Source: an optimization exercise on an open RTL-to-GDS flow (aim: small area, a short achievable clock period and few clock cycles per item). Production flows keep margins and buffers that such runs may drop.
Where RTL was checked, it was by simulation tests only, not by an equivalence proof against the original.
The RTL of runs 1 and 2 was laid out without a check of its function.
No activity file was given, so power comes from the tool's default toggle rates.

**flow/design.v**
```verilog
`default_nettype none
package cave5_pkg;
  localparam int WidthW  = 7;
  localparam int HeightW = 12;
  localparam int NearW   = 4;
  localparam int FarW    = 5;
  localparam int AddrW   = 4;
  localparam int DataW   = 32;
  localparam logic [WidthW-1:0]  MinWidth  = 7'd3;
  localparam logic [HeightW-1:0] MinHeight = 12'd3;
  localparam logic [WidthW-1:0]  RstWidth  = 7'd44;
  localparam logic [HeightW-1:0] RstHeight = 12'd74;
  localparam logic [NearW-1:0]   RstNear   = 4'd5;
  localparam logic [FarW-1:0]    RstFar    = 5'd2;
  typedef enum logic [1:0] {
    RegMapWidth  = 2'd0,
    RegMapHeight = 2'd1,
    RegNearThr   = 2'd2,
    RegFarLim    = 2'd3
  } reg_idx_t;
  typedef enum logic [2:0] {
    PhLower = 3'b001,
    PhUpper = 3'b010,
    PhLast  = 3'b100
  } phase_t;
  typedef struct packed {
    logic [WidthW-1:0]  width;
    logic [HeightW-1:0] height;
    logic [NearW-1:0]   near_thr;
    logic [FarW-1:0]    far_lim;
  } cave5_cfg_t;
  function automatic logic [1:0] fa(input logic a, input logic b, input logic c);
    fa = {(a & b) | (a & c) | (b & c), a ^ b ^ c};
  endfunction
  function automatic logic [1:0] ha(input logic a, input logic b);
    ha = {a & b, a ^ b};
  endfunction
  function automatic logic uge(input logic [4:0] a, input logic [4:0] b);
    logic gt, eq;
    gt = 1'b0;
    eq = 1'b1;
    for (int i = 4; i >= 0; i--) begin
      gt = gt | (eq & a[i] & ~b[i]);
      eq = eq & ~(a[i] ^ b[i]);
    end
    uge = gt | eq;
  endfunction
  function automatic logic [1:0] cnt3(input logic [2:0] v);
    cnt3 = {1'b0, v[0]} + {1'b0, v[1]} + {1'b0, v[2]};
  endfunction
endpackage
`default_nettype wire
`default_nettype none
module cave5_cfg (
  input  wire logic                          clk,
  input  wire logic                          rst_n,
  input  wire logic                          psel,
  input  wire logic                          penable,
  input  wire logic                          pwrite,
  input  wire logic [cave5_pkg::AddrW-1:0]   paddr,
  input  wire logic [cave5_pkg::DataW-1:0]   pwdata,
  output logic      [cave5_pkg::DataW-1:0]   prdata,
  output logic                               pready,
  output logic      [cave5_pkg::HeightW-1:0] height,
  output logic      [cave5_pkg::NearW-1:0]   near_thr,
  output logic      [cave5_pkg::FarW-1:0]    far_lim,
  output logic      [63:0]                   wmask,
  output logic      [63:0]                   inner
);
  logic [cave5_pkg::WidthW-1:0]  width_r;
  logic [cave5_pkg::HeightW-1:0] height_r;
  logic [cave5_pkg::NearW-1:0]   near_r;
  logic [cave5_pkg::FarW-1:0]    far_r;
  logic [1:0]                    idx;
  logic                          wr_en;
  assign idx    = paddr[3:2];
  assign pready = 1'b1;
  assign wr_en  = psel && penable && pwrite;
  always_ff @(posedge clk) begin
    if (!rst_n) begin
      width_r  <= cave5_pkg::RstWidth;
      height_r <= cave5_pkg::RstHeight;
      near_r   <= cave5_pkg::RstNear;
      far_r    <= cave5_pkg::RstFar;
    end else if (wr_en) begin
      case (idx)
        2'd0: width_r  <= pwdata[cave5_pkg::WidthW-1:0];
        2'd1: height_r <= pwdata[cave5_pkg::HeightW-1:0];
        2'd2: near_r   <= pwdata[cave5_pkg::NearW-1:0];
        default: far_r <= pwdata[cave5_pkg::FarW-1:0];
      endcase
    end
  end
  logic [cave5_pkg::HeightW-1:0] rd_r;
  always_ff @(posedge clk) begin
    case (idx)
      2'd0:    rd_r <= cave5_pkg::HeightW'(width_r);
      2'd1:    rd_r <= height_r;
      2'd2:    rd_r <= cave5_pkg::HeightW'(near_r);
      default: rd_r <= cave5_pkg::HeightW'(far_r);
    endcase
  end
  assign prdata = cave5_pkg::DataW'(rd_r);
  for (genvar x = 0; x < 64; x++) begin : g_mask
    assign wmask[x] = (x < 3) || (width_r > 7'(x));
  end
  assign inner = {1'b0, wmask[63:2], 1'b0};
  assign height   = (height_r < cave5_pkg::MinHeight) ? cave5_pkg::MinHeight : height_r;
  assign near_thr = near_r;
  assign far_lim  = far_r;
endmodule
`default_nettype wire
`default_nettype none
module cave5_line (
  input  wire logic [4:0][63:0]              rows,
  input  wire logic [63:0]                   wmask,
  input  wire logic                          row4_on,
  input  wire logic [63:0]                   inner,
  input  wire logic [cave5_pkg::NearW-1:0]   near_thr,
  input  wire logic [cave5_pkg::FarW-1:0]    far_lim,
  output logic      [63:0]                   res
);
  logic [67:0] l, m, u, v;
  logic [4:0]  k;
  assign k = ~far_lim;
  assign {l[1:0], m[1:0], u[1:0], v[1:0]}         = '0;
  assign {l[67:66], m[67:66], u[67:66], v[67:66]} = '0;
  for (genvar x = 0; x < 64; x++) begin : g_col
    cave5_fa u_c3 (.a(rows[1][x]), .b(rows[2][x]), .c(rows[3][x]), .s(l[x+2]), .co(m[x+2]));
    cave5_uv u_uv (.a0(rows[0][x]), .a4(rows[4][x]), .on(row4_on), .u(u[x+2]), .v(v[x+2]));
  end
  for (genvar x = 0; x < 64; x++) begin : g_cell
    logic n0, a1, b1, c2;
    logic u0, u1, v1, v2;
    logic x0, x1, h1;
    logic y1, y2, z1, z2, w1, w2, h2;
    logic p2, p3, q2, q3;
    logic [3:0] near_cnt;
    logic near_ok;
    cave5_fa u_nl (.a(l[x+1]), .b(l[x+2]), .c(l[x+3]), .s(n0), .co(a1));
    cave5_fa u_nm (.a(m[x+1]), .b(m[x+2]), .c(m[x+3]), .s(b1), .co(c2));
    assign near_cnt = {c2 & a1 & b1, c2 ^ (a1 & b1), a1 ^ b1, n0};
    assign near_ok  = cave5_pkg::uge({1'b0, near_cnt}, {1'b0, near_thr});
    cave5_fa u_u  (.a(u[x+1]), .b(u[x+2]), .c(u[x+3]), .s(u0), .co(u1));
    cave5_fa u_v  (.a(v[x+1]), .b(v[x+2]), .c(v[x+3]), .s(v1), .co(v2));
    cave5_fa u_x  (.a(l[x]), .b(l[x+4]), .c(k[0]), .s(x0), .co(x1));
    assign h1 = (n0 & u0) | (n0 & x0) | (u0 & x0);
    cave5_fa u_y  (.a(m[x]), .b(m[x+4]), .c(k[1]), .s(y1), .co(y2));
    cave5_fa u_z  (.a(a1), .b(b1), .c(u1), .s(z1), .co(z2));
    cave5_fa u_w  (.a(v1), .b(x1), .c(y1), .s(w1), .co(w2));
    assign h2 = (z1 & w1) | (z1 & h1) | (w1 & h1);
    cave5_fa u_p  (.a(c2), .b(v2), .c(y2), .s(p2), .co(p3));
    cave5_fa u_q  (.a(z2), .b(w2), .c(p2), .s(q2), .co(q3));
    cave5_fin u_fin (.p3(p3), .q3(q3), .q2(q2), .h2(h2), .k(k[4:2]),
                     .keep(inner[x] | (rows[2][x] & wmask[x])), .kill(inner[x] & !near_ok),
                     .res(res[x]));
  end
endmodule
module cave5_fin (
  input  wire logic       p3,
  input  wire logic       q3,
  input  wire logic       q2,
  input  wire logic       h2,
  input  wire logic [4:2] k,
  input  wire logic       keep,
  input  wire logic       kill,
  output logic            res
);
  logic r3;
  logic over;
  assign r3 = k[2] ? (q2 | h2) : (q2 & h2);
  always_comb begin
    case (k[4:3])
      2'b11:   over = p3 | q3 | r3;
      2'b10:   over = (p3 & q3) | (p3 & r3) | (q3 & r3);
      2'b01:   over = p3 & q3 & r3;
      default: over = 1'b0;
    endcase
  end
  assign res = keep & !(kill & over);
endmodule
module cave5_uv (
  input  wire logic a0,
  input  wire logic a4,
  input  wire logic on,
  output logic      u,
  output logic      v
);
  assign u = on ? (a0 ^ a4) : a0;
  assign v = on & a0 & a4;
endmodule
module cave5_fa (
  input  wire logic a,
  input  wire logic b,
  input  wire logic c,
  output logic      s,
  output logic      co
);
  assign s  = a ^ b ^ c;
  assign co = (a & b) | (a & c) | (b & c);
endmodule
`default_nettype wire
`default_nettype none
module cave_automaton_5x5_step_top #(
  parameter int MAX_WIDTH = 64
) (
  input  wire logic                          clk,
  input  wire logic                          rst_n,
  input  wire logic                          in_valid,
  output logic                               in_stall,
  input  wire logic [MAX_WIDTH-1:0]          in_source_cells,
  output logic                               out_valid,
  input  wire logic                          out_stall,
  output logic      [MAX_WIDTH-1:0]          out_result_cells,
  output logic      [cave5_pkg::HeightW-1:0] out_line_index,
  output logic                               out_last_line,
  input  wire logic                          psel,
  input  wire logic                          penable,
  input  wire logic                          pwrite,
  input  wire logic [cave5_pkg::AddrW-1:0]   paddr,
  input  wire logic [cave5_pkg::DataW-1:0]   pwdata,
  output logic      [cave5_pkg::DataW-1:0]   prdata,
  output logic                               pready
);
  logic [cave5_pkg::HeightW-1:0] height;
  logic [cave5_pkg::NearW-1:0]   near_thr;
  logic [cave5_pkg::FarW-1:0]    far_lim;
  logic [63:0]                   wmask;
  logic [63:0]                   inner;
  cave5_cfg u_cfg (
    .clk      (clk),
    .rst_n    (rst_n),
    .psel     (psel),
    .penable  (penable),
    .pwrite   (pwrite),
    .paddr    (paddr),
    .pwdata   (pwdata),
    .prdata   (prdata),
    .pready   (pready),
    .height   (height),
    .near_thr (near_thr),
    .far_lim  (far_lim),
    .wmask    (wmask),
    .inner    (inner)
  );
  logic [63:0]                   r_cells;
  logic                          r_v;
  logic                          r_emit;    
  logic                          r_top0;    
  logic                          r_idx1;    
  logic                          r_last;    
  logic [63:0]                   b_cells;
  logic                          b_v;
  logic                          b_emit;
  logic                          b_top0;
  logic                          b_idx1;
  logic                          b_last;
  logic [cave5_pkg::HeightW-1:0] cnt_r;     
  logic                          t1_r;      
  logic                          t2_r;      
  logic                          row4_r;    
  logic [3:0][63:0]              s_r;
  logic                          o_v;
  logic [63:0]                   o_cells;
  logic [cave5_pkg::HeightW-1:0] o_idx;
  logic                          o_last;
  logic                          o_free;
  logic                          tail;
  logic                          consume;
  logic                          r_load;
  logic                          t1_emit;
  logic                          t2_emit;
  logic                          emit;
  logic                          shift;
  logic                          acc;
  logic                          a_last;
  logic [63:0]                   in_m;
  logic [4:0][63:0]              rows;
  logic [63:0]                   res;
  logic c_any;     
  logic c_free;    
  logic e_free;    
  assign tail    = t1_r || t2_r;
  assign c_any   = r_v && !r_emit && !tail;
  assign c_free  = r_v && !(r_emit && tail);
  assign e_free  = t1_r || t2_r || (r_v && r_emit && !tail);
  assign o_free  = !o_v || !out_stall;
  assign consume = c_any || (c_free && !o_v) || (c_free && !out_stall);
  assign t1_emit = t1_r && o_free;
  assign t2_emit = t2_r && o_free;
  assign emit    = (e_free && !o_v) || (e_free && !out_stall);
  assign shift   = c_any || ((c_free || t1_r) && !o_v) || ((c_free || t1_r) && !out_stall);
  assign r_load  = !r_v || consume;
  assign in_stall = b_v;
  assign acc      = in_valid && !b_v;
  assign in_m     = in_source_cells & wmask;
  assign a_last   = cnt_r >= height - 12'd1;
  always_ff @(posedge clk) begin
    if (!rst_n) begin
      cnt_r <= '0;
    end else if (acc) begin
      cnt_r <= a_last ? '0 : cnt_r + 12'd1;
    end
  end
  always_ff @(posedge clk) begin
    if (r_load) begin
      r_cells <= b_v ? b_cells : in_m;
    end
    if (!r_load && acc) begin
      b_cells <= in_m;
    end
  end
  always_ff @(posedge clk) begin
    if (!rst_n) begin
      r_v    <= 1'b0;
      r_emit <= 1'b0;
      r_top0 <= 1'b0;
      r_idx1 <= 1'b0;
      r_last <= 1'b0;
      b_v    <= 1'b0;
      b_emit <= 1'b0;
      b_top0 <= 1'b0;
      b_idx1 <= 1'b0;
      b_last <= 1'b0;
    end else if (r_load) begin
      if (b_v) begin
        r_v    <= 1'b1;
        r_emit <= b_emit;
        r_top0 <= b_top0;
        r_idx1 <= b_idx1;
        r_last <= b_last;
        b_v    <= 1'b0;
      end else begin
        r_v    <= acc;
        r_emit <= cnt_r >= 12'd2;
        r_top0 <= cnt_r == 12'd2;
        r_idx1 <= cnt_r == 12'd1;
        r_last <= a_last;
      end
    end else if (acc) begin
      b_v    <= 1'b1;
      b_emit <= cnt_r >= 12'd2;
      b_top0 <= cnt_r == 12'd2;
      b_idx1 <= cnt_r == 12'd1;
      b_last <= a_last;
    end
  end
  always_ff @(posedge clk) begin
    if (!rst_n) begin
      t1_r   <= 1'b0;
      t2_r   <= 1'b0;
      row4_r <= 1'b1;
    end else if (t1_emit) begin
      t1_r   <= 1'b0;
      t2_r   <= 1'b1;
      row4_r <= 1'b1;
    end else if (t2_emit) begin
      t2_r <= 1'b0;
    end else if (consume && r_last) begin
      t1_r   <= 1'b1;
      row4_r <= 1'b0;
    end
  end
  always_ff @(posedge clk) begin
    if (shift) begin
      s_r <= {r_cells, s_r[3], s_r[2] & {64{!(r_v && r_idx1)}}, s_r[1]};
    end
  end
  assign rows[0] = s_r[0];
  assign rows[1] = s_r[1];
  assign rows[2] = s_r[2];
  assign rows[3] = s_r[3];
  assign rows[4] = r_cells;
  cave5_line u_line (
    .rows     (rows),
    .wmask    (wmask),
    .row4_on  (row4_r),
    .inner    (inner & {64{!(t2_r || (!t1_r && r_top0))}}),
    .near_thr (near_thr),
    .far_lim  (far_lim),
    .res      (res)
  );
  always_ff @(posedge clk) begin
    if (!rst_n) begin
      o_v    <= 1'b0;
      o_last <= 1'b1;
    end else if (o_free) begin
      o_v <= emit;
      if (emit) begin
        o_last <= t2_r;
      end
    end
  end
  always_ff @(posedge clk) begin
    if (emit) begin
      o_cells <= res;
      o_idx   <= o_last ? '0 : o_idx + 12'd1;
    end
  end
  assign out_valid        = o_v;
  assign out_result_cells = o_cells;
  assign out_line_index   = o_idx;
  assign out_last_line    = o_last;
endmodule
`default_nettype wire
```
**flow/run.sh**
```bash
#!/bin/bash
# synth_recipe.tcl (not shown) runs the flow's synth.tcl, then flattens the netlist and writes it again
# the make line also repeats each setting of config.mk as NAME=value (left out here)
make -C /OpenROAD-flow-scripts/flow DESIGN_CONFIG=/design/flow/config.mk WORK_HOME=/design/flow/orfs CLKGATE_MAP_FILE= SYNTH_SCRIPT=/design/flow/synth_recipe.tcl finish
```
**flow/config.mk**
```make
export PLATFORM = sky130hd
export DESIGN_NAME = cave_automaton_5x5_step_top
export DESIGN_NICKNAME = cave_automaton_5x5_step_top
export VERILOG_FILES = /design/flow/design.v
export SDC_FILE = /design/flow/constraint.sdc
export NUM_CORES = 4
export LEC_CHECK = 0
export ABC_CLOCK_PERIOD_IN_PS = 3000
export CAP_MARGIN = 20
export CORE_MARGIN = 2
export CORE_UTILIZATION = 60
export SETUP_SLACK_MARGIN = 4.5
export SLEW_MARGIN = 20
export SYNTH_HIERARCHICAL = 1
export SYNTH_MINIMUM_KEEP_SIZE = 0
```
**flow/constraint.sdc**
```tcl
create_clock -name core_clock -period 8.0 [get_ports {clk}]
set_input_delay 1.6000 -clock core_clock [delete_from_list [all_inputs] [get_ports {clk}]]
set_output_delay 1.6000 -clock core_clock [all_outputs]
set_load 0.01 [all_outputs]
```
==> impl_results.md, run 1 <==
- Slowest CP cell: fa_2
- FF-to-FF path depth: 7
- CTS sink count: between 500 and 600
- Worst path buffer plus inverter count: 0
- Reg2reg setup slack: around 4.5 ns
- Sw Share: between 30 and 40%
- Syn_area_per_cell: 12.6 um^2
- Logic pwr share: around two fifths
- DR vias/cell: ~6.2
- CP top delay family: adder cells
- Yosys cell types: 74
- Die Ht: 284 um
- Clk pwr share: 28.7%
- Seq cells post-synth: 527
- Die area: ~80000 um^2
- Total track usage: 33.8%
- Reg2reg start: s_r[73]
- Fraction of layout cells with a size suffix above 1: roughly 17%
- Number of synthesized flops with an enable pin: 460
- Fin cells: 5057
- Hold Crit Start: r_cells[1]
- Fin crit period: between 3 and 4 ns
- Final WL: around 140000 um
- Clock buffer depth: 3
- CP dominant cell by count: fa_1
- Port bufs: approximately 180
- Worst Hold End: s_r[193]
- Most frequent cells in the layout: 633 x fa_1, 460 x edfxtp_1, 200 x and2_1, 183 x a21oi_1, 174 x clkdlybuf4s50_1
- Yosys warns: 10
- Largest vdd supply drop: between 0.00015 and 0.0002 V
- Worst-case clock skew: roughly 0.027 ns
- Crit path required time: around 8.4 ns
- WHS: 0.476 ns
- Endpoints failing setup: 0
- Mapped Area: around 47000 um^2
- Vias in the first global route: roughly 33000
- Most used DFF post-synth: edfxtp_1
- Clock Latency Late Sink: between 0.6 and 0.7 ns
- Worst hold path depth: 0
- TNS Setup: 0 ns
- Initial Utilization: 60.7%
- Grt ovf: 0
- CTS Root Cell: clkbuf_16
- Slew Viols, Final: 0
- Top Ports: 219
- DRT antenna net count: 0
- CP max FO: 5
- Outcome: timing/DRC/antenna clean
- First-pass GRT wire length: between 200000 and 250000 um
- Commonest non-fill, non-tap cell in the layout: fa_1
- Final hold vios: 0
- 1st-iter DRT viols: around 2700
- Min-delay worst type: flip-flop to flip-flop
- RSZ-0062 raised after global routing: true
- WL/cell: 26.8 um
- P_int: about 6.6 mW
- Largest net degree at the start of global routing: slightly below 80
- Core area: 77600 um^2
- CP peak stage delay: ~0.6 ns
- NumNets Final: between 4000 and 5000
- Die X: roughly 280 um
- Clock buffer count from CTS: 60
- Vias: 31584
- Clk slew on worst S/H paths: ~0.06 ns
- Capturing point of the worst reg2reg path: o_cells[10]
- Synthesized instance count: between 3000 and 4000
- Worst-path cell chain: fa_2 -> fa_1 -> fa_1 -> fa_1 -> maj3_2 -> o2bb2ai_1 -> a31oi_1
- Seq pwr share: 32.5%
- Syn-to-layout area delta: 12.5%
- Initial antenna violation count: 6
- Leakage dissipation: between 20 and 25 nW
- Final period utilization: 43.4%
- Slew margin rel.: a little under a quarter
- Startpoint Class: flip-flop
- DP HPWL: between 90000 and 100000 um
- Drt pass-1 iters: 7
- Worst Setup End Kind: flip-flop
- Hold_buf cts: 0
- CTS tree: done
- Post-synthesis async set-or-reset flop share: 0%
- Clock H-tree levels: 2
- GP Congestion: approximately 0.90
- Psw: between 3 and 4 mW
- Worst slew pin tran: ~1.1 ns
- Dpl cells: ~4800
- Fmax achieved: between 200 and 300 MHz
- Max-cap violations: 0
- DR DRC count: 0
- Sequential area share after synthesis: roughly a third
- WS Path Type: flip-flop to flip-flop
- FP Rows: 102
- Post-layout util: about 68%
- Pwr per Cell Area: 185 nW/um^2
- Crit path DAT: around 3.9 ns
kinds of logic after synthesis:
| kind of cell | count (synthesis) | share of synthesized area, % |
|---|---|---|
| and+or+nand+nor | 845 | 10.2 |
| adders and majority gates | 1142 | 40.4 |
| DFF | 527 | 32.2 |
| xor gates and xnor gates | 154 | 2.86 |
| AOI/OAI and AO/OA | 634 | 8.42 |
| muxes | 96 | 2.32 |
| buffers and inverters | 328 | 3.55 |
| other | 3 | 0.0239 |
Yosys cell counts (all sizes together), types with 6 or more instances:
cell / n / area [um^2]
nand3: 17 / 85.1
nand4: 11 / 68.8
buf: 125 / 911
fa: 704 / 14100
mux2i: 28 / 280
o21bai: 12 / 90.1
edfxtp: 460 / 13800
mux2: 64 / 721
nor2: 116 / 443
o2bb2ai: 64 / 561
nor3: 9 / 45.0
o21ai: 166 / 835
a31oi: 65 / 407
clkbuf: 48 / 180
inv: 154 / 578
nand2: 161 / 604
nand3b: 15 / 113
dfxtp: 67 / 1340
nor2b: 8 / 50.1
and2: 201 / 1260
a21o: 75 / 563
a21boi: 6 / 45.0
nor4b: 12 / 168
nand2b: 128 / 808
nor3b: 15 / 113
ha: 145 / 1810
a21oi: 215 / 1200
xnor2: 78 / 683
and3: 131 / 905
a22oi: 12 / 90.1
nor4: 8 / 50.1
maj3: 293 / 3130
xor2: 76 / 666
Yosys stat by module (local to each module, per instance):
| module | area (um^2) | copies in the design | cells |
|---|---|---|---|
| cave5_uv | 20.0 | 64 | 3 |
| cave_automaton_5x5_step_top | 17800 | 1 | 988 |
| cave5_line | 7330 | 1 | 829 |
| cave5_fin | 57.6 | 64 | 10 |
| cave5_cfg | 2960 | 1 | 376 |
| cave5_fa | 20.0 | 704 | 1 |
worst register-to-register path, delay by kind of cell, from the launching register on:
kind | cells | cell delay [ns]
adder cells (fa/ha/maj) | 5 | 2.41
flip-flops | 1 | 0.43
AO/OA/AOI/OAI | 2 | 0.45
timing repair:
item / in CTS / in global routing
gates resized for setup: 74 / 55
setup buffers: 14 / 77
pin swaps: 9 / 48
endpoints found under the setup margin: 262 / 154
cloned: 5 / 3
power groups by stage:
stage / logic (mW) / clock network [mW] / registers [mW]
5_1_grt: 4.21 / 2.96 / 3.20
3_3_place_gp: 3.40 / 0 / 3.23
6_report: 3.79 / 2.81 / 3.19
4_1_cts: 3.65 / 2.87 / 3.18
2_1_floorplan: 2.80 / 0 / 3.22
3_5_place_dp: 3.58 / 0 / 3.24
sequential cells by signal, summed over array words and instances, names as in the netlist, 4 cells and up:
signal,cells
r_cells,64
s_r,256
cnt_r,12
o_cells,64
u_cfg.width_r,7
u_cfg.far_r,5
u_cfg.rd_r,12
b_cells,64
u_cfg.height_r,12
u_cfg.near_r,4
o_idx,12
layer usage:
metal	vias to the layer above	GRT usage, %	wire length (um)
li1	13565	-	-
met3	250	8.80	11600
met1	16493	45.4	54700
met2	1268	53.7	64200
met5	-	1.07	167
met4	8	11.4	4640
area by class of cell:
| cell class | count | area (um^2) |
|---|---|---|
| multi-input combinational | 2917 | 31000 |
| fill | 5720 | 24600 |
| sequential | 527 | 15200 |
| timing repair buffer | 301 | 2960 |
| clock buffer | 72 | 1620 |
| tap | 1040 | 1300 |
| inverter | 155 | 602 |
| clock inverter | 38 | 359 |
| timing repair inverter | 2 | 15.0 |
| antenna | 5 | 12.5 |
through the flow:
stage / power (mW) / setup WS (ns) / cell area (um^2)
floorplan: 6.02 / 4.15 / 47300
global placement: 6.63 / 3.03 / 49600
detailed placement: 6.82 / 2.93 / 49600
CTS: 9.70 / 4.37 / 52000
global route: 10.4 / 4.46 / 53000
finish: 9.79 / 4.53 / 53000
how the worst max path moves through the flow:
| stage | from | end | slack (ns) | cells after the start |
|---|---|---|---|---|
| 2_1_floorplan | u_cfg.far_r[1] | o_cells[11] | 4.15 | 7 |
| 3_3_place_gp | out_stall | b_cells[48] | 3.03 | 6 |
| 3_5_place_dp | out_stall | b_cells[50] | 2.93 | 6 |
| 4_1_cts | b_v | in_stall | 4.37 | 2 |
| 5_1_grt | s_r[108] | o_cells[46] | 4.46 | 8 |
| 6_report | s_r[73] | o_cells[10] | 4.53 | 7 |
==> run 2, diff against run 1 <==
--- a/flow/config.mk
+++ b/flow/config.mk
@@ -8,8 +8,8 @@
 export ABC_CLOCK_PERIOD_IN_PS = 3000
 export CAP_MARGIN = 20
 export CORE_MARGIN = 2
-export CORE_UTILIZATION = 60
-export SETUP_SLACK_MARGIN = 4.5
+export CORE_UTILIZATION = 40
+export SETUP_SLACK_MARGIN = 4.0
 export SLEW_MARGIN = 20
 export SYNTH_HIERARCHICAL = 1
 export SYNTH_MINIMUM_KEEP_SIZE = 0
==> run 2 against run 1 <==
Compared with the run above:
- still clean on timing, DRC and antenna
- via count shrank 4.3%
- routed wire length down 1.4%
- non-clock buffer count decreased by 94
- utilization down 23 points
- worst setup slack worse by 0.49 ns
- critical path type unchanged
- critical endpoint is now o_cells[55]
==> impl_results.md, run 2 <==
- Outcome: timing/DRC/antenna clean (unchanged)
- Vias: 30216 (was 31584)
- Vias in the first global route: 31644 (was 33316)
- Port bufs: 175 (unchanged)
- Slew Viols, Final: 0 (unchanged)
- First-pass GRT wire length: 204000 um (about the same)
- Syn-to-layout area delta: 11.7% (was 12.5%)
- Endpoints failing setup: 0 (unchanged)
- Most common cell in the synthesized netlist: fa_1 (unchanged)
- CTS tree: done (unchanged)
- Worst Setup Slack, final: 4.03 ns (was 4.53 ns)
- Top Ports: 219 (unchanged)
- Post-synth top cells: 704 x fa_1, 460 x edfxtp_1, 200 x and2_1 (unchanged)
- Worst Setup End Kind: flip-flop (unchanged)
- Fraction of layout cells with a size suffix above 1: 12.8% (was 17.4%)
- Fmax achieved: 252 MHz (was 288 MHz)
- Initial Utilization: 40.4% (was 60.7%)
- Fin cells: 5459 (was 5057)
- Post-synthesis async set-or-reset flop share: 0% (unchanged)
- Startpoint Class: flip-flop (unchanged)
- Seq pwr share: 31.6% (was 32.5%)
- Post-synth top area share: 29.9% (unchanged)
- Mapped Area: 47100 um^2 (unchanged)
- WS Path Type: flip-flop to flip-flop (unchanged)
- Sequential area share after synthesis: 32.2% (unchanged)
- Max-cap violations: 0 (unchanged)
- TNS Setup: 0 ns (unchanged)
- Fin crit period: 3.97 ns (was 3.47 ns)
- Most used DFF post-synth: edfxtp_1 (unchanged)
- Logic pwr share: 35.5% (was 38.7%)
- Clock buffer depth: 3 (unchanged)
- Biggest register: s_r (unchanged)
- CTS Root Cell: clkbuf_16 (unchanged)
- Clk pwr share: 32.9% (was 28.7%)
- DP HPWL: 93600 um (was 91600 um)
- Crit path required time: 8.37 ns (was 8.43 ns)
- Initial antenna violation count: 5 (was 6)
- Pre-CTS setup slack: 3.09 ns (was 2.93 ns)
- Grt ovf: 0 (unchanged)
- Die area: 121000 um^2 (was 80800 um^2)
- Dpl cells: 5324 (was 4843)
- Slew margin rel.: 24.8% (was 23.4%)
- Seq cells post-synth: 527 (unchanged)
- Total track usage: 22.5% (was 33.8%)
- Post-route cell area: 52600 um^2 (was 53000 um^2)
- GP Congestion: 0.867 (was 0.900)
- RSZ-0062 raised after global routing: true (unchanged)
- Commonest non-fill, non-tap cell in the layout: fa_1 (unchanged)
- Yosys warns: 10 (unchanged)
- Number of synthesized flops with an enable pin: 460 (unchanged)
- Max reg flops: 256 (unchanged)
- Placed inst area: 50100 um^2 (was 49600 um^2)
- CTS sink count: 527 (unchanged)
- WL/cell: 24.4 um (was 26.8 um)
- Final hold vios: 0 (unchanged)
- Largest net degree at the start of global routing: 107 (was 77)
- Clock Latency Late Sink: 0.65 ns (about the same)
- Core area: 117000 um^2 (was 77600 um^2)
- FP Rows: 125 (was 102)
- Sw Share: 31.8% (was 32.7%)
- Die X: 347 um (was 284 um)
- Clk slew on worst S/H paths: 0.06 ns (about the same)
- Min-delay worst type: flip-flop to flip-flop (unchanged)
- Yosys cell types: 74 (unchanged)
- Post-layout util: 45.2% (was 68.3%)
- 1st-iter DRT viols: 2426 (was 2662)
- Drt pass-1 iters: 5 (was 7)
- DR vias/cell: 5.54 (was 6.25)
- P_int: 6.87 mW (was 6.58 mW)
- Synthesized instance count: 3729 (unchanged)
- Pwr per Cell Area: 192 nW/um^2 (was 185 nW/um^2)
- DR DRC count: 0 (unchanged)
- Final period utilization: 49.6% (was 43.4%)
- # fillers: 10499 (was 5720)
- Psw: 3.21 mW (was 3.20 mW)
- Largest vdd supply drop: 0.000166 V (was 0.000186 V)
- Clock H-tree levels: 3 (was 2)
- Clock buffer count from CTS: 69 (was 60)
- Final WL: 133000 um (was 135000 um)
- Largest area contributor in the netlist: fa_1 (unchanged)
- Worst slew pin tran: 1.13 ns (was 1.15 ns)
- Crit path DAT: 4.34 ns (was 3.91 ns)
- Leakage dissipation: 20.0 nW (was 20.3 nW)
- Die Ht: 347 um (was 284 um)
- CP max FO: 78 (was 5)
- Largest cells by area after synthesis: fa_1 30%, edfxtp_1 29%, ha_1 3.9%, maj3_2 3.8%, dfxtp_1 2.8% (unchanged)
- Worst-case clock skew: 0.0240 ns (was 0.0269 ns)
- NumNets Final: 4831 (was 4920)
- DRT antenna net count: 0 (unchanged)
- Syn_area_per_cell: 12.6 um^2 (unchanged)
- Most frequent cells in the layout: 704 x fa_1, 460 x edfxtp_1, 200 x and2_1, 183 x a21oi_1, 174 x clkdlybuf4s50_1 (was 633 x fa_1, 460 x edfxtp_1, 200 x and2_1, 183 x a21oi_1, 174 x clkdlybuf4s50_1)
## run 2: path summary, 6_finish.rpt
path / from / end / slack (ns) / cells after the start
max reg2reg: row4_r / o_cells[55] / 4.03 / 9
min reg2reg: s_r[224] / s_r[160] / 0.46 / 0
min: s_r[224] / s_r[160] / 0.46 / 0
max: row4_r / o_cells[55] / 4.03 / 9
## run 2: per-module statistics from Yosys (local to each module, per instance)
module / times used / flip-flops and latches / area [um^2] / cells inside
cave5_fin: 64 / 0 / 57.6 / 10
cave5_cfg: 1 / 40 / 2960 / 376
cave_automaton_5x5_step_top: 1 / 487 / 17800 / 988
cave5_uv: 64 / 0 / 20.0 / 3
cave5_fa: 704 / 0 / 20.0 / 1
cave5_line: 1 / 0 / 7330 / 829
## run 2: power by group through the flow
stage | sequential (mW) | combinational, mW | clock, mW
global route | 3.20 | 4.05 | 3.52
detailed placement | 3.24 | 3.56 | 0
floorplan | 3.22 | 2.80 | 0
finish | 3.19 | 3.58 | 3.31
CTS | 3.19 | 3.59 | 3.42
global placement | 3.24 | 3.49 | 0
## run 2: cell families after synthesis
kind of cell,Yosys count,share of synthesized area [%]
other,3,0.0239
multiplexers,96,2.32
AND/OR/NAND/NOR,845,10.2
XOR/XNOR,154,2.86
adder cells (fa/ha/maj),1142,40.4
flip-flops,527,32.2
buffers and inverters,328,3.55
AO/OA/AOI/OAI,634,8.42
## run 2: timing repair
action	in CTS	in global routing
endpoints found under the setup margin	136	78
buffers inserted	2	1
pin swaps	1	1
gates resized for setup	5	2
hold buffers	0	0
cloned	1	0
## run 2: per-layer routing
metal	part of all wire, %	GRT usage (%)	wire, um	up-vias
met5	0	0	0	-
met2	47	35.9	62400	895
met1	44	31.9	59300	15806
li1	-	-	-	13356
met3	6.2	3.43	8260	159
met4	2.7	6.43	3570	0
## run 2: stage by stage
| step | total power, mW | hold slack (ns) |
|---|---|---|
| 3_3_place_gp | 6.73 | 0.449 |
| 2_1_floorplan | 6.02 | 0.439 |
| 3_5_place_dp | 6.81 | 0.455 |
| 5_1_grt | 10.8 | 0.467 |
| 6_report | 10.1 | 0.464 |
| 4_1_cts | 10.2 | 0.459 |
## run 2: critical path: stages, from the launching register on
cell and delay, ns:
dfxtp_4 0.62, buf_16 0.39, nand2_1 0.11, xnor2_1 0.27
fa_1 0.50, fa_1 0.40, fa_1 0.46, maj3_2 0.32
o2bb2ai_1 0.12, a31oi_1 0.47
## run 2: layout make-up
class | count | area [um^2] | share of cell area [%]
tap | 1524 | 1910 | 3.62
timing repair buffer | 207 | 2060 | 3.91
inverter | 155 | 607 | 1.15
sequential | 527 | 15200 | 28.8
multi-input combinational | 2915 | 30500 | 57.9
antenna | 4 | 10.0 | 0.0190
clock buffer | 88 | 1900 | 3.61
clock inverter | 39 | 499 | 0.948
==> run 3, diff against run 2 <==
--- a/flow/design.v
+++ b/flow/design.v
@@ -129,7 +129,9 @@
     cave5_fa u_c3 (.a(rows[1][x]), .b(rows[2][x]), .c(rows[3][x]), .s(l[x+2]), .co(m[x+2]));
     cave5_uv u_uv (.a0(rows[0][x]), .a4(rows[4][x]), .on(row4_on), .u(u[x+2]), .v(v[x+2]));
   end
-  for (genvar x = 0; x < 64; x++) begin : g_cell
+  assign res[0]  = rows[2][0] & wmask[0];
+  assign res[63] = rows[2][63] & wmask[63];
+  for (genvar x = 1; x < 63; x++) begin : g_cell
     logic n0, a1, b1, c2;
     logic u0, u1, v1, v2;
     logic x0, x1, h1;
--- a/flow/config.mk
+++ b/flow/config.mk
@@ -8,8 +8,9 @@
 export ABC_CLOCK_PERIOD_IN_PS = 3000
 export CAP_MARGIN = 20
 export CORE_MARGIN = 2
-export CORE_UTILIZATION = 40
-export SETUP_SLACK_MARGIN = 4.0
+export CORE_UTILIZATION = 50
+export SETUP_SLACK_MARGIN = 4.7
 export SLEW_MARGIN = 20
 export SYNTH_HIERARCHICAL = 1
 export SYNTH_MINIMUM_KEEP_SIZE = 0
+export TNS_END_PERCENT = 10
==> run 3 against run 2 <==
Compared with the run above:
- the layout now fails its checks (capacitance limit, slew limit)
- hold slack better by 0.010 ns
- utilization up 14 points
- clock-buffer cell count down 11
- design area up 2.6%
- critical path type is now primary input to flip-flop
- largest cell class unchanged
==> impl_results.md, run 3 <==
- Outcome: complete, but fails checks (was timing/DRC/antenna clean)
- Blocking Checks: capacitance limit, slew limit
- Most frequent cells in the layout: 546 x fa_1, 460 x edfxtp_1, 203 x a21oi_1, 198 x and2_1, 181 x buf_4 (was 704 x fa_1, 460 x edfxtp_1, 200 x and2_1, 183 x a21oi_1, 174 x clkdlybuf4s50_1)
- Fraction of layout cells with a size suffix above 1: 21.2% (was 12.8%)
- Final WL: 133000 um (about the same)
- GP Congestion: 0.842 (was 0.867)
- Final period utilization: 42.9% (was 49.6%)
- CP peak stage delay: 0.72 ns (was 0.62 ns)
- Min-delay worst type: flip-flop to flip-flop (unchanged)
- Drt pass-1 iters: 5 (unchanged)
- Mapped Area: 46200 um^2 (was 47100 um^2)
- Leakage dissipation: 20.9 nW (was 20.0 nW)
- Die X: 308 um (was 347 um)
- Met2 WL: 62000 um (was 62400 um)
- Max reg flops: 256 (unchanged)
- NumNets Final: 4917 (was 4831)
- # fillers: 7484 (was 10499)
- Die Ht: 308 um (was 347 um)
- Worst slew pin tran: 1.96 ns (was 1.13 ns)
- Yosys warns: 10 (unchanged)
- Slowest CP cell: nand2_4 (was dfxtp_4)
- Clock Latency Late Sink: 0.64 ns (was 0.65 ns)
- CTS sink count: 527 (unchanged)
- Worst hold path depth: 0 (unchanged)
- Final hold vios: 0 (unchanged)
- Fin crit period: 3.43 ns (was 3.97 ns)
- Clock H-tree levels: 3 (unchanged)
- WL/cell: 25.4 um (was 24.4 um)
- DP HPWL: 88400 um (was 93600 um)
- Max-cap violations: 1 (was 0)
- Vias in the first global route: 31361 (was 31644)
- Pwr per Cell Area: 190 nW/um^2 (was 192 nW/um^2)
- Largest vdd supply drop: 0.000130 V (was 0.000166 V)
- Largest net degree at the start of global routing: 104 (was 107)
- CTS Root Cell: clkbuf_16 (unchanged)
- Top Ports: 219 (unchanged)
- TNS Setup: 0 ns (unchanged)
- Syn-to-layout area delta: 17.0% (was 11.7%)
- Initial antenna violation count: 10 (was 5)
- Critical path depth: 4 (was 9)
- Crit path required time: 8.14 ns (was 8.37 ns)
- Crit path DAT: 3.58 ns (was 4.34 ns)
- DR DRC count: 0 (unchanged)
- WL met1: 56800 um (was 59300 um)
- Slew margin rel.: -31.3% (was 24.8%)
- Fin cells: 5226 (was 5459)
- WHS: 0.475 ns (was 0.464 ns)
- FP Rows: 111 (was 125)
- Worst Setup Slack, final: 4.57 ns (was 4.03 ns)
- Worst path buffer plus inverter count: 1 (unchanged)
- 1st-iter DRT viols: 2326 (was 2426)
- Hold_buf cts: 0 (unchanged)
- Slew Viols, Final: 5 (was 0)
- Syn_area_per_cell: 12.6 um^2 (about the same)
- Synthesized instance count: 3658 (was 3729)
- Worst-path cell chain: clkdlybuf4s50_1 -> nand2_2 -> nand2_1 -> nand2_4 (was buf_16 -> nand2_1 -> xnor2_1 -> fa_1 -> fa_1 -> fa_1 -> maj3_2 -> o2bb2ai_1 -> a31oi_1)
- WS Path Type: primary input to flip-flop (was flip-flop to flip-flop)
- Metal3 WL: 9720 um (was 8260 um)
- Placed inst area: 48700 um^2 (was 50100 um^2)
- Pre-CTS setup slack: 3.44 ns (was 3.09 ns)
- Worst Setup End Kind: flip-flop (unchanged)
- CP top delay family: simple AND/OR/NAND/NOR gates (was adder cells)
- First-pass GRT wire length: 197000 um (was 204000 um)
- DR top layer: met5 (was met4)
- Clk slew on worst S/H paths: 0.07 ns (was 0.06 ns)
- Fmax achieved: 291 MHz (was 252 MHz)
- Clock buffer count from CTS: 66 (was 69)
- CP max FO: 52 (was 78)
- Die area: 94800 um^2 (was 121000 um^2)
- DR vias/cell: 5.84 (was 5.54)
- Port bufs: 175 (unchanged)
- Core area: 91500 um^2 (was 117000 um^2)
- CTS tree: done (unchanged)
- Post-route cell area: 54000 um^2 (was 52600 um^2)
- FF-to-FF path depth: 7 (was 9)
- Total track usage: 28.2% (was 22.5%)
- RSZ-0062 raised after global routing: true (unchanged)
- Clock buffer depth: 3 (unchanged)
- Grt ovf: 0 (unchanged)
- Initial Utilization: 50.4% (was 40.4%)
- Startpoint Class: primary input (was flip-flop)
- Dpl cells: 4911 (was 5324)
- Worst-case clock skew: 0.0362 ns (was 0.0240 ns)
- Commonest non-fill, non-tap cell in the layout: fa_1 (unchanged)
- Biggest register: s_r (unchanged)
- DRT antenna net count: 0 (unchanged)
- Vias: 30507 (was 30216)
- Endpoints failing setup: 0 (unchanged)
==> run 3: cell type report <==
cell class	instances	area (um^2)	area share [%]
Timing Repair Buffer	394	3880	7.18
Tap cell	1186	1480	2.75
Multi-Input combinational cell	2841	30400	56.4
Clock inverter	43	612	1.13
Sequential cell	527	15200	28.1
Antenna cell	3	7.51	0.0139
Inverter	155	633	1.17
Clock buffer	77	1760	3.25
==> run 3: repair_timing <==
action,in CTS,in global routing
buffers inserted,113,69
cloned,5,4
hold endpoints to repair,0,0
gates resized for setup,169,94
setup endpoints to repair,321,371
pin swaps,52,52
==> run 3: metal layers <==
metal,vias to the layer above,track usage (%)
met1,15744,39.2
met3,197,5.22
met4,10,8.49
met2,1041,45.3
li1,13515,-
met5,-,0
==> run 3: stage by stage <==
step / power, mW / utilization (%)
global placement: 6.67 / 53.2
global route: 10.9 / 59.0
detailed placement: 6.72 / 53.3
floorplan: 5.96 / -
finish: 10.3 / 59.0
CTS: 10.2 / 57.9
==> run 3: report_power, final <==
part	total (mW)	switching, mW	internal, mW
Combinational	3.78	1.87	1.91
Sequential	3.20	0.0792	3.12
Clock	3.30	1.24	2.06
Total	10.3	3.19	7.09
==> run 3: path summary, 6_finish.rpt <==
| kind | end | from | slack [ns] |
|---|---|---|---|
| worst max-delay path | s_r[146] | out_stall | 4.57 |
| worst min register to register | s_r[214] | r_cells[22] | 0.47 |
| worst min-delay path | s_r[214] | r_cells[22] | 0.47 |
| worst max register to register | o_cells[43] | s_r[234] | 4.58 |
==> run 3: worst register-to-register path, delay by kind of cell, from the launching register on <==
family	cells	cell delay (ns)
adder cells (fa/ha/maj)	5	2.39
flip-flops	1	0.43
AO/OA/AOI/OAI	2	0.40
Testbench counts of run 3, summed over its fixed seeds: cycles 5,012, lines 4,820.
==> run 4, diff against run 3 <==
--- a/flow/config.mk
+++ b/flow/config.mk
@@ -5,7 +5,6 @@
 export SDC_FILE = /design/flow/constraint.sdc
 export NUM_CORES = 4
 export LEC_CHECK = 0
-export ABC_CLOCK_PERIOD_IN_PS = 3000
 export CAP_MARGIN = 20
 export CORE_MARGIN = 2
 export CORE_UTILIZATION = 50
==> run 4 against run 3 <==
Compared with the run above:
- still fails the layout checks on capacitance limit, slew limit
- routed wire length unchanged
- global-route usage is the same
- area after synthesis did not move
- first-iteration DRC count did not move
- hold slack did not move
- clock skew unchanged
- sequential share of layout area unchanged
- sequential cell count is the same
- non-clock buffer count unchanged
- critical path type unchanged
- largest power group unchanged
==> impl_results.md, run 4 <==
- NumNets Final: 4917 (unchanged)
- Grt ovf: 0 (unchanged)
- WL/cell: 25.4 um (unchanged)
- Clk slew on worst S/H paths: 0.07 ns (about the same)
- Port bufs: 175 (unchanged)
- First-pass GRT wire length: 197000 um (unchanged)
- Largest vdd supply drop: 0.000130 V (unchanged)
- Min-delay worst type: flip-flop to flip-flop (unchanged)
- Post-route cell area: 54000 um^2 (unchanged)
- Multi-input logic area: 30400 um^2 (unchanged)
- Final hold vios: 0 (unchanged)
- Top Ports: 219 (unchanged)
- Biggest register: s_r (unchanged)
- Syn_area_per_cell: 12.6 um^2 (unchanged)
- Crit path DAT: 3.58 ns (about the same)
- DR vias/cell: 5.84 (unchanged)
- Blocking Checks: capacitance limit, slew limit (unchanged)
- Slew margin rel.: -31.3% (unchanged)
- Initial antenna violation count: 10 (unchanged)
- Worst slew pin tran: 1.96 ns (unchanged)
- Initial Utilization: 50.4% (unchanged)
- Max-cap violations: 1 (unchanged)
- 1st-iter DRT viols: 2326 (unchanged)
- Vias: 30507 (unchanged)
- Synthesized instance count: 3658 (unchanged)
- DRT antenna net count: 0 (unchanged)
- Fmax achieved: 291 MHz (unchanged)
- CP max FO: 52 (unchanged)
- Outcome: complete, but fails checks (unchanged)
- TNS Setup: 0 ns (unchanged)
- FP Rows: 111 (unchanged)
- Slew Viols, Final: 5 (unchanged)
- Largest net degree at the start of global routing: 104 (unchanged)
- Register area: 15200 um^2 (unchanged)
- CTS tree: done (unchanged)
- WS Path Type: primary input to flip-flop (unchanged)
- Core area: 91500 um^2 (unchanged)
- Vias in the first global route: 31361 (unchanged)
- Endpoints failing setup: 0 (unchanged)
- Placed inst area: 48700 um^2 (unchanged)
- Die X: 308 um (unchanged)
- Die Ht: 308 um (unchanged)
- Max reg flops: 256 (unchanged)
- Clock buffer count from CTS: 66 (unchanged)
- Total track usage: 28.2% (unchanged)
- Clock buffer depth: 3 (unchanged)
- Crit path required time: 8.14 ns (about the same)
- # fillers: 7484 (unchanged)
- Yosys warns: 10 (unchanged)
- Fraction of layout cells with a size suffix above 1: 21.2% (unchanged)
- Commonest non-fill, non-tap cell in the layout: fa_1 (unchanged)
- DR DRC count: 0 (unchanged)
- DP HPWL: 88400 um (unchanged)
- Die area: 94800 um^2 (unchanged)
- CTS sink count: 527 (unchanged)
- Fin crit period: 3.43 ns (unchanged)
- Syn-to-layout area delta: 17.0% (unchanged)
- Tot Pwr: 10.3 mW (unchanged)
- RSZ-0062 raised after global routing: true (unchanged)
- Startpoint Class: primary input (unchanged)
- Pwr per Cell Area: 190 nW/um^2 (unchanged)
- CTS Root Cell: clkbuf_16 (unchanged)
- GP Congestion: 0.842 (unchanged)
- Worst Setup End Kind: flip-flop (unchanged)
- Final WL: 133000 um (unchanged)
- Clock H-tree levels: 3 (unchanged)
- Drt pass-1 iters: 5 (unchanged)
- Mapped Area: 46200 um^2 (unchanged)
- Most frequent cells in the layout: 546 x fa_1, 460 x edfxtp_1, 203 x a21oi_1, 198 x and2_1, 181 x buf_4 (unchanged)
- Leakage dissipation: 20.9 nW (unchanged)
- Clock Latency Late Sink: 0.64 ns (about the same)
- Worst-case clock skew: 0.0362 ns (unchanged)
- Final period utilization: 42.9% (unchanged)
run 4: layout make-up:
cell class	count	area share [%]
inverter	155	1.17
clock buffer	77	3.25
clock inverter	43	1.13
sequential	527	28.1
antenna	3	0.0139
timing repair buffer	394	7.18
tap	1186	2.75
multi-input combinational	2841	56.4
run 4: final timing paths:
check	startpoint	end	slack (ns)	cells past startpoint
worst min-delay path	r_cells[22]	s_r[214]	0.47	0
worst max-delay path	out_stall	s_r[146]	4.57	4
worst min register to register	r_cells[22]	s_r[214]	0.47	0
worst max register to register	s_r[234]	o_cells[43]	4.58	7
run 4: report_power, final:
part	leakage, nW	total, mW	internal [mW]	switching, mW
Sequential	5.00	3.20	3.12	0.0792
Combinational	14.7	3.78	1.91	1.87
Clock	1.15	3.30	2.06	1.24
Total	20.9	10.3	7.09	3.19
run 4: per-layer routing:
layer / part of all wire [%] / global-route usage (%) / wire length [um]
met4: 3.0 / 8.49 / 3950
met2: 47 / 45.3 / 62000
met5: 0.043 / 0 / 57
met1: 43 / 39.2 / 56800
met3: 7.3 / 5.22 / 9720
run 4: worst max-delay path, stage by stage:
cell	delay, ns
clkdlybuf4s50_1	0.49
nand2_2	0.11
nand2_1	0.62
nand2_4	0.72
run 4: what timing repair did:
item                                   4_1_cts  5_1_grt
gates cloned                                 5        4
buffers inserted                           113       69
gates resized for setup                    169       94
pin swaps                                   52       52
endpoints found under the hold margin        0        0
setup endpoints to repair                  321      371
hold buffers                                 0        0
run 4: per-stage QoR:
| step | setup WS (ns) | utilization (%) | std cells | hold slack [ns] |
|---|---|---|---|---|
| after CTS | 4.47 | 57.9 | 5149 | 0.472 |
| final | 4.57 | 59.0 | 5226 | 0.475 |
| after detailed placement | 3.44 | 53.3 | 4911 | 0.458 |
| after global routing | 4.52 | 59.0 | 5224 | 0.485 |
| after floorplan | 3.79 | - | 3684 | 0.440 |
| after global placement | 3.49 | 53.2 | 4910 | 0.454 |
==> run 5, diff against run 4 <==
--- a/flow/config.mk
+++ b/flow/config.mk
@@ -5,11 +5,11 @@
 export SDC_FILE = /design/flow/constraint.sdc
 export NUM_CORES = 4
 export LEC_CHECK = 0
+export ABC_CLOCK_PERIOD_IN_PS = 3000
 export CAP_MARGIN = 20
 export CORE_MARGIN = 2
-export CORE_UTILIZATION = 50
-export SETUP_SLACK_MARGIN = 4.7
+export CORE_UTILIZATION = 55
+export SETUP_SLACK_MARGIN = 4.6
 export SLEW_MARGIN = 20
 export SYNTH_HIERARCHICAL = 1
 export SYNTH_MINIMUM_KEEP_SIZE = 0
-export TNS_END_PERCENT = 10
==> run 5 against run 4 <==
Compared with the run above:
- the run now finishes clean
- register-to-register slack about the same
- clock-buffer cell count rose by 4
- critical path type is now flip-flop to flip-flop
- first-iteration DRC count grew 1.0%
- power shrank 4.2%
- sequential cell count unchanged
- cell count is 2.5% lower
- worst setup slack improved by 0.0064 ns
- combinational power about the same
- area after synthesis is the same
- largest cell class unchanged
- global-route usage increased by 3.0 points
- synthesized cell count unchanged
- highest routed layer unchanged
==> impl_results.md, run 5 <==
- Sw Share: 31.9% (was 31.0%)
- Worst hold path depth: 2 (was 0)
- Final period utilization: 42.8% (was 42.9%)
- Capturing point of the worst reg2reg path: o_cells[26] (was o_cells[43])
- Psw: 3.14 mW (was 3.19 mW)
- Yosys warns: 10 (unchanged)
- Clock H-tree levels: 2 (was 3)
- Worst slew pin tran: 1.18 ns (was 1.96 ns)
- FF-to-FF path depth: 8 (was 7)
- Leakage dissipation: 20.5 nW (was 20.9 nW)
- Worst-path cell chain: fa_2 -> buf_4 -> fa_1 -> fa_1 -> fa_1 -> maj3_2 -> o2bb2ai_1 -> a31oi_2 (was clkdlybuf4s50_1 -> nand2_2 -> nand2_1 -> nand2_4)
- Max reg flops: 256 (unchanged)
- Min-delay worst type: flip-flop to flip-flop (unchanged)
- Seq pwr share: 32.4% (was 31.1%)
- Final hold vios: 0 (unchanged)
- DR vias/cell: 6.08 (was 5.84)
- Logic pwr share: 38.3% (was 36.8%)
- Startpoint Class: flip-flop (was primary input)
- Grt ovf: 0 (unchanged)
- Endpoints failing setup: 0 (unchanged)
- Clock buffer depth: 3 (unchanged)
- Final WL: 133000 um (about the same)
- CTS sink count: 527 (unchanged)
- Most frequent cells in the layout: 522 x fa_1, 460 x edfxtp_1, 203 x a21oi_1, 198 x and2_1, 183 x buf_4 (was 546 x fa_1, 460 x edfxtp_1, 203 x a21oi_1, 198 x and2_1, 181 x buf_4)
- Met1 global-route usage: 41.8% (was 39.2%)
- Pwr per Cell Area: 185 nW/um^2 (was 190 nW/um^2)
- Worst Setup End Kind: flip-flop (unchanged)
- CP dominant cell by count: fa_1
- GP Congestion: 0.881 (was 0.842)
- FP Rows: 106 (was 111)
- RSZ-0062 raised after global routing: true (unchanged)
- 1st-iter DRT viols: 2350 (was 2326)
- Register area: 15200 um^2 (about the same)
- WS Path Type: flip-flop to flip-flop (was primary input to flip-flop)
- Crit path DAT: 3.87 ns (was 3.58 ns)
- Commonest non-fill, non-tap cell in the layout: fa_1 (unchanged)
- Initial antenna violation count: 9 (was 10)
- Fraction of layout cells with a size suffix above 1: 21.1% (was 21.2%)
- Reg2reg setup slack: 4.57 ns (was 4.58 ns)
- Crit. Startpoint: s_r[91] (was out_stall)
- NumNets Final: 4894 (was 4917)
- Slowest CP cell: fa_1 (was nand2_4)
- DR DRC count: 0 (unchanged)
- Dpl cells: 4805 (was 4911)
- Multi-input logic area: 30400 um^2 (about the same)
- Synthesized instance count: 3658 (unchanged)
- Total track usage: 31.3% (was 28.2%)
- Worst-case clock skew: 0.0363 ns (was 0.0362 ns)
- Drt pass-1 iters: 6 (was 5)
- Clk pwr share: 29.3% (was 32.1%)
- Outcome: timing/DRC/antenna clean (was complete, but fails checks)
- Largest vdd supply drop: 0.000163 V (was 0.000130 V)
- Max-cap violations: 0 (was 1)
- First-pass GRT wire length: 201000 um (was 197000 um)
- Initial Utilization: 55.3% (was 50.4%)
- Hold Crit Start: b_idx1 (was r_cells[22])
- WL/cell: 26.1 um (was 25.4 um)
- Clock Latency Late Sink: 0.66 ns (was 0.64 ns)
- Biggest register: s_r (unchanged)
- CTS tree: done (unchanged)
- Reg2reg start: s_r[91] (was s_r[234])
- Fin cells: 5096 (was 5226)
- P_int: 6.71 mW (was 7.09 mW)
- Core area: 83400 um^2 (was 91500 um^2)
- Syn_area_per_cell: 12.6 um^2 (unchanged)
- Clk slew on worst S/H paths: 0.06 ns (was 0.07 ns)
- Port bufs: 175 (unchanged)
- CTS Root Cell: clkbuf_16 (unchanged)
- Vias: 30988 (was 30507)
- # fillers: 6430 (was 7484)
- Syn-to-layout area delta: 15.2% (was 17.0%)
- CP peak stage delay: 0.50 ns (was 0.72 ns)
- Fin crit period: 3.43 ns (about the same)
- DRT antenna net count: 0 (unchanged)
- Clock buffer count from CTS: 60 (was 66)
- Slew margin rel.: 20.8% (was -31.3%)
- Fmax achieved: 292 MHz (was 291 MHz)
- CP max FO: 3 (was 52)
- Mapped Area: 46200 um^2 (unchanged)
- TNS Setup: 0 ns (unchanged)
- Die X: 294 um (was 308 um)
- Die Ht: 294 um (was 308 um)
- M3 GR Usage: 6.10% (was 5.22%)
- Largest net degree at the start of global routing: 107 (was 104)
- Die area: 86300 um^2 (was 94800 um^2)
- Vias in the first global route: 32778 (was 31361)
- Top Ports: 219 (unchanged)
- M2 GR Usage: 51.5% (was 45.3%)
- DP HPWL: 89700 um (was 88400 um)
- Crit path required time: 8.44 ns (was 8.14 ns)
- Slew Viols, Final: 0 (was 5)
- Gr busiest metal: met2 (unchanged)
- Worst Hold End: b_idx1 (was s_r[214])
- Hold_buf cts: 0 (unchanged)
==> run 5: cell type report <==
type | instances | share of cell area, %
Inverter | 155 | 1.13
Clock buffer | 81 | 3.16
Clock inverter | 33 | 0.687
Multi-Input combinational cell | 2839 | 57.2
Antenna cell | 2 | 0.00941
Sequential cell | 527 | 28.5
Timing Repair Buffer | 379 | 6.73
Tap cell | 1080 | 2.54
==> run 5: worst max-delay path: cells and delay by family, from the launching register on <==
family | cells | cell delay [ns]
DFF | 1 | 0.43
adders and majority gates | 5 | 2.18
AOI/OAI and AO/OA | 2 | 0.44
buffers and inverters | 1 | 0.17
==> run 5: power groups by stage <==
stage | clock, mW | sequential, mW | combinational [mW]
finish | 2.89 | 3.19 | 3.77
global route | 3.04 | 3.20 | 4.22
CTS | 2.95 | 3.19 | 3.63
detailed placement | 0 | 3.24 | 3.50
global placement | 0 | 3.24 | 3.35
floorplan | 0 | 3.22 | 2.75
==> run 5: per-stage QoR <==
stage | utilization [%] | instance area (um^2) | power (mW) | setup WS, ns | hold WS, ns
floorplan | - | 46400 | 5.97 | 3.80 | 0.440
global placement | 58.4 | 48700 | 6.59 | 3.47 | 0.447
detailed placement | 58.4 | 48700 | 6.75 | 3.38 | 0.460
CTS | 62.1 | 51800 | 9.77 | 4.51 | 0.476
global route | 63.8 | 53200 | 10.5 | 4.52 | 0.495
finish | 63.8 | 53200 | 9.85 | 4.57 | 0.477
==> run 5: layer usage <==
layer / share of wire, % / vias to the layer above
li1: - / 13455
met1: 41 / 16165
met2: 49 / 1113
met3: 7.4 / 247
met4: 3.4 / 8
met5: 0.037 / -
==> run 5: worst max path at each step <==
stage	to	cells past startpoint
after CTS	o_cells[26]	7
after floorplan	o_cells[1]	7
after global routing	o_cells[26]	8
after global placement	s_r[35]	6
after detailed placement	s_r[163]	6
final	o_cells[26]	8
==> run 5: repair_timing <==
item | CTS | global route
endpoints found under the setup margin | 262 | 259
gates resized for setup | 104 | 125
pin swaps | 40 | 81
setup buffers | 66 | 99
gates cloned | 5 | 4
==> run 6, diff against run 5 <==
--- a/flow/config.mk
+++ b/flow/config.mk
@@ -9,7 +9,7 @@
 export CAP_MARGIN = 20
 export CORE_MARGIN = 2
 export CORE_UTILIZATION = 55
-export SETUP_SLACK_MARGIN = 4.6
+export SETUP_SLACK_MARGIN = 4.5
 export SLEW_MARGIN = 20
 export SYNTH_HIERARCHICAL = 1
 export SYNTH_MINIMUM_KEEP_SIZE = 0
==> run 6 against run 5 <==
Compared with the run above:
- clock power is 7% higher
- routed wire length hardly changed
- largest cell class unchanged
- sequential power hardly changed
- design area is 1.9% lower
- largest power group unchanged
- cell count is 1.9% lower
- worst setup slack worse by 0.076 ns
==> impl_results.md, run 6 <==
- DR vias/cell: 6.16 (was 6.08)
- Die Ht: 294 um (unchanged)
- CP max FO: 5 (was 3)
- Commonest non-fill, non-tap cell in the layout: fa_1 (unchanged)
- DRT antenna net count: 0 (unchanged)
- WHS: 0.473 ns (was 0.477 ns)
- FP Rows: 106 (unchanged)
- Total track usage: 31.6% (was 31.3%)
- Outcome: timing/DRC/antenna clean (unchanged)
- Biggest register: s_r (unchanged)
- Leakage dissipation: 20.1 nW (was 20.5 nW)
- Min-delay worst type: flip-flop to flip-flop (unchanged)
- Syn-to-layout area delta: 13.1% (was 15.2%)
- Initial Utilization: 55.3% (unchanged)
- Top Ports: 219 (unchanged)
- DR DRC count: 0 (unchanged)
- Clk slew on worst S/H paths: 0.06 ns (about the same)
- Crit path DAT: 3.93 ns (was 3.87 ns)
- Final hold vios: 0 (unchanged)
- Mapped Area: 46200 um^2 (unchanged)
- Clock Latency Late Sink: 0.62 ns (was 0.66 ns)
- Clock H-tree levels: 3 (was 2)
- Core area: 83400 um^2 (unchanged)
- Syn_area_per_cell: 12.6 um^2 (unchanged)
- NumNets Final: 4802 (was 4894)
- Endpoints failing setup: 0 (unchanged)
- Hold_buf cts: 0 (unchanged)
- Max-cap violations: 0 (unchanged)
- Port bufs: 175 (unchanged)
- Drt pass-1 iters: 7 (was 6)
- Dpl cells: 4806 (was 4805)
- Vias in the first global route: 32742 (was 32778)
- Startpoint Class: flip-flop (unchanged)
- 1st-iter DRT viols: 2250 (was 2350)
- Clock buffer count from CTS: 66 (was 60)
- GP Congestion: 0.881 (about the same)
- Fraction of layout cells with a size suffix above 1: 17.2% (was 21.1%)
- DP HPWL: 91400 um (was 89700 um)
- Post-layout util: 62.5% (was 63.8%)
- CTS sink count: 527 (unchanged)
- Crit path required time: 8.42 ns (was 8.44 ns)
- Die X: 294 um (unchanged)
- Most frequent cells in the layout: 583 x fa_1, 460 x edfxtp_1, 203 x a21oi_1, 199 x and2_1, 173 x clkdlybuf4s50_1 (was 522 x fa_1, 460 x edfxtp_1, 203 x a21oi_1, 198 x and2_1, 183 x buf_4)
- Initial antenna violation count: 11 (was 9)
- First-pass GRT wire length: 203000 um (was 201000 um)
- CTS tree: done (unchanged)
- Slew margin rel.: 30.1% (was 20.8%)
- Slew Viols, Final: 0 (unchanged)
- Post-route cell area: 52200 um^2 (was 53200 um^2)
- Worst Setup End Kind: flip-flop (unchanged)
- CTS Root Cell: clkbuf_16 (unchanged)
- Fin crit period: 3.50 ns (was 3.43 ns)
- TNS Setup: 0 ns (unchanged)
- WS Path Type: flip-flop to flip-flop (unchanged)
- Grt ovf: 0 (unchanged)
- Clock buffer depth: 3 (unchanged)
- RSZ-0062 raised after global routing: true (unchanged)
- Vias: 30802 (was 30988)
- Worst-case clock skew: 0.0222 ns (was 0.0363 ns)
- Max reg flops: 256 (unchanged)
- Final period utilization: 43.8% (was 42.8%)
- WL/cell: 26.6 um (was 26.1 um)
- Die area: 86300 um^2 (unchanged)
- Fmax achieved: 285 MHz (was 292 MHz)
- Synthesized instance count: 3658 (unchanged)
- Largest vdd supply drop: 0.000178 V (was 0.000163 V)
- Largest net degree at the start of global routing: 76 (was 107)
- Pwr per Cell Area: 191 nW/um^2 (was 185 nW/um^2)
- Worst slew pin tran: 1.04 ns (was 1.18 ns)
- Final WL: 133000 um (about the same)
- Placed inst area: 48700 um^2 (about the same)
- Fin cells: 5000 (was 5096)
- Yosys warns: 10 (unchanged)
-- run 6: path summary, 6_finish.rpt --
kind	slack, ns	from	cells past startpoint	end
worst max-delay path	4.50	s_r[200]	8	o_cells[8]
worst min-delay path	0.47	r_cells[45]	0	s_r[237]
worst max register to register	4.50	s_r[200]	8	o_cells[8]
worst min register to register	0.47	r_cells[45]	0	s_r[237]
-- run 6: cell type report --
type	instances	area, um^2
fillers	6556	31200
multi-input cells	2840	30100
flip-flops and latches	527	15200
repair buffers	280	2770
clock buffers	81	1780
well taps	1080	1350
inverters	155	601
clock inverters	34	395
diodes	3	7.51
-- run 6: where the power goes --
group          total (mW)  internal [mW]  switching, mW
logic                3.70           1.82           1.88
clock network        3.08           1.84           1.23
registers            3.19           3.12         0.0773
total                9.97           6.78           3.19
-- run 6: critical path, stage by stage (launching register included) --
cell and delay, ns:
edfxtp_1 0.43, fa_2 0.60, buf_4 0.18, fa_1 0.47
fa_1 0.47, fa_1 0.46, maj3_2 0.32, o2bb2ai_1 0.12
a31oi_1 0.26
-- run 6: repair_timing --
item	4_1_cts	5_1_grt
gates cloned	5	1
buffers inserted	14	55
pin swaps	8	38
endpoints found under the setup margin	317	159
resized for setup	88	53
-- run 6: through the flow --
stage	power (mW)	setup WS [ns]
3_5_place_dp	6.77	3.32
3_3_place_gp	6.59	3.35
4_1_cts	9.96	4.42
5_1_grt	10.6	4.48
2_1_floorplan	5.97	3.76
6_report	9.97	4.50
-- run 6: metal layers --
layer / vias up / wire [um] / share of wire, % / GRT usage, %
met1: 16148 / 55400 / 42 / 43.4
met2: 1083 / 63800 / 48 / 51.2
met4: 14 / 5080 / 3.8 / 11.2
met5: - / 91 / 0.068 / 0
li1: 13275 / - / - / -
met3: 282 / 8460 / 6.4 / 5.43

[separate check: timing with driven ports]
The results above use ideal ports. As a check the final layouts listed here were re-extracted and re-timed, cells and wires unchanged. Step 1 (the two cells are an assumption about what drives the block):
set clk [get_ports {clk}]
set_driving_cell -lib_cell sky130_fd_sc_hd__clkbuf_16 $clk
set_driving_cell -lib_cell sky130_fd_sc_hd__buf_2 [delete_from_list [all_inputs] $clk]
Step 2 also shifts input and output timing later by t, the mid clock arrival at the registers, as if the neighbouring blocks saw the same clock. Slacks: ideal / step 1 / step 2; pairs: ideal / step 1.
run | t, ns | slack for setup (ns) | worst setup path at the end
run 1 | 0.706 | 4.527 / 4.522 / 3.934 | input to register
run 2 | 0.710 | 4.033 / 4.033 / 3.502 | input to register
run 3 | 0.689 | 4.566 / 4.539 / 3.850 | input to register
run 4 | 0.689 | 4.566 / 4.539 / 3.850 | input to register
run 5 | 0.708 | 4.572 / 4.572 / 3.936 | input to register
run 6 | 0.682 | 4.496 / 4.496 / 3.847 | input to register
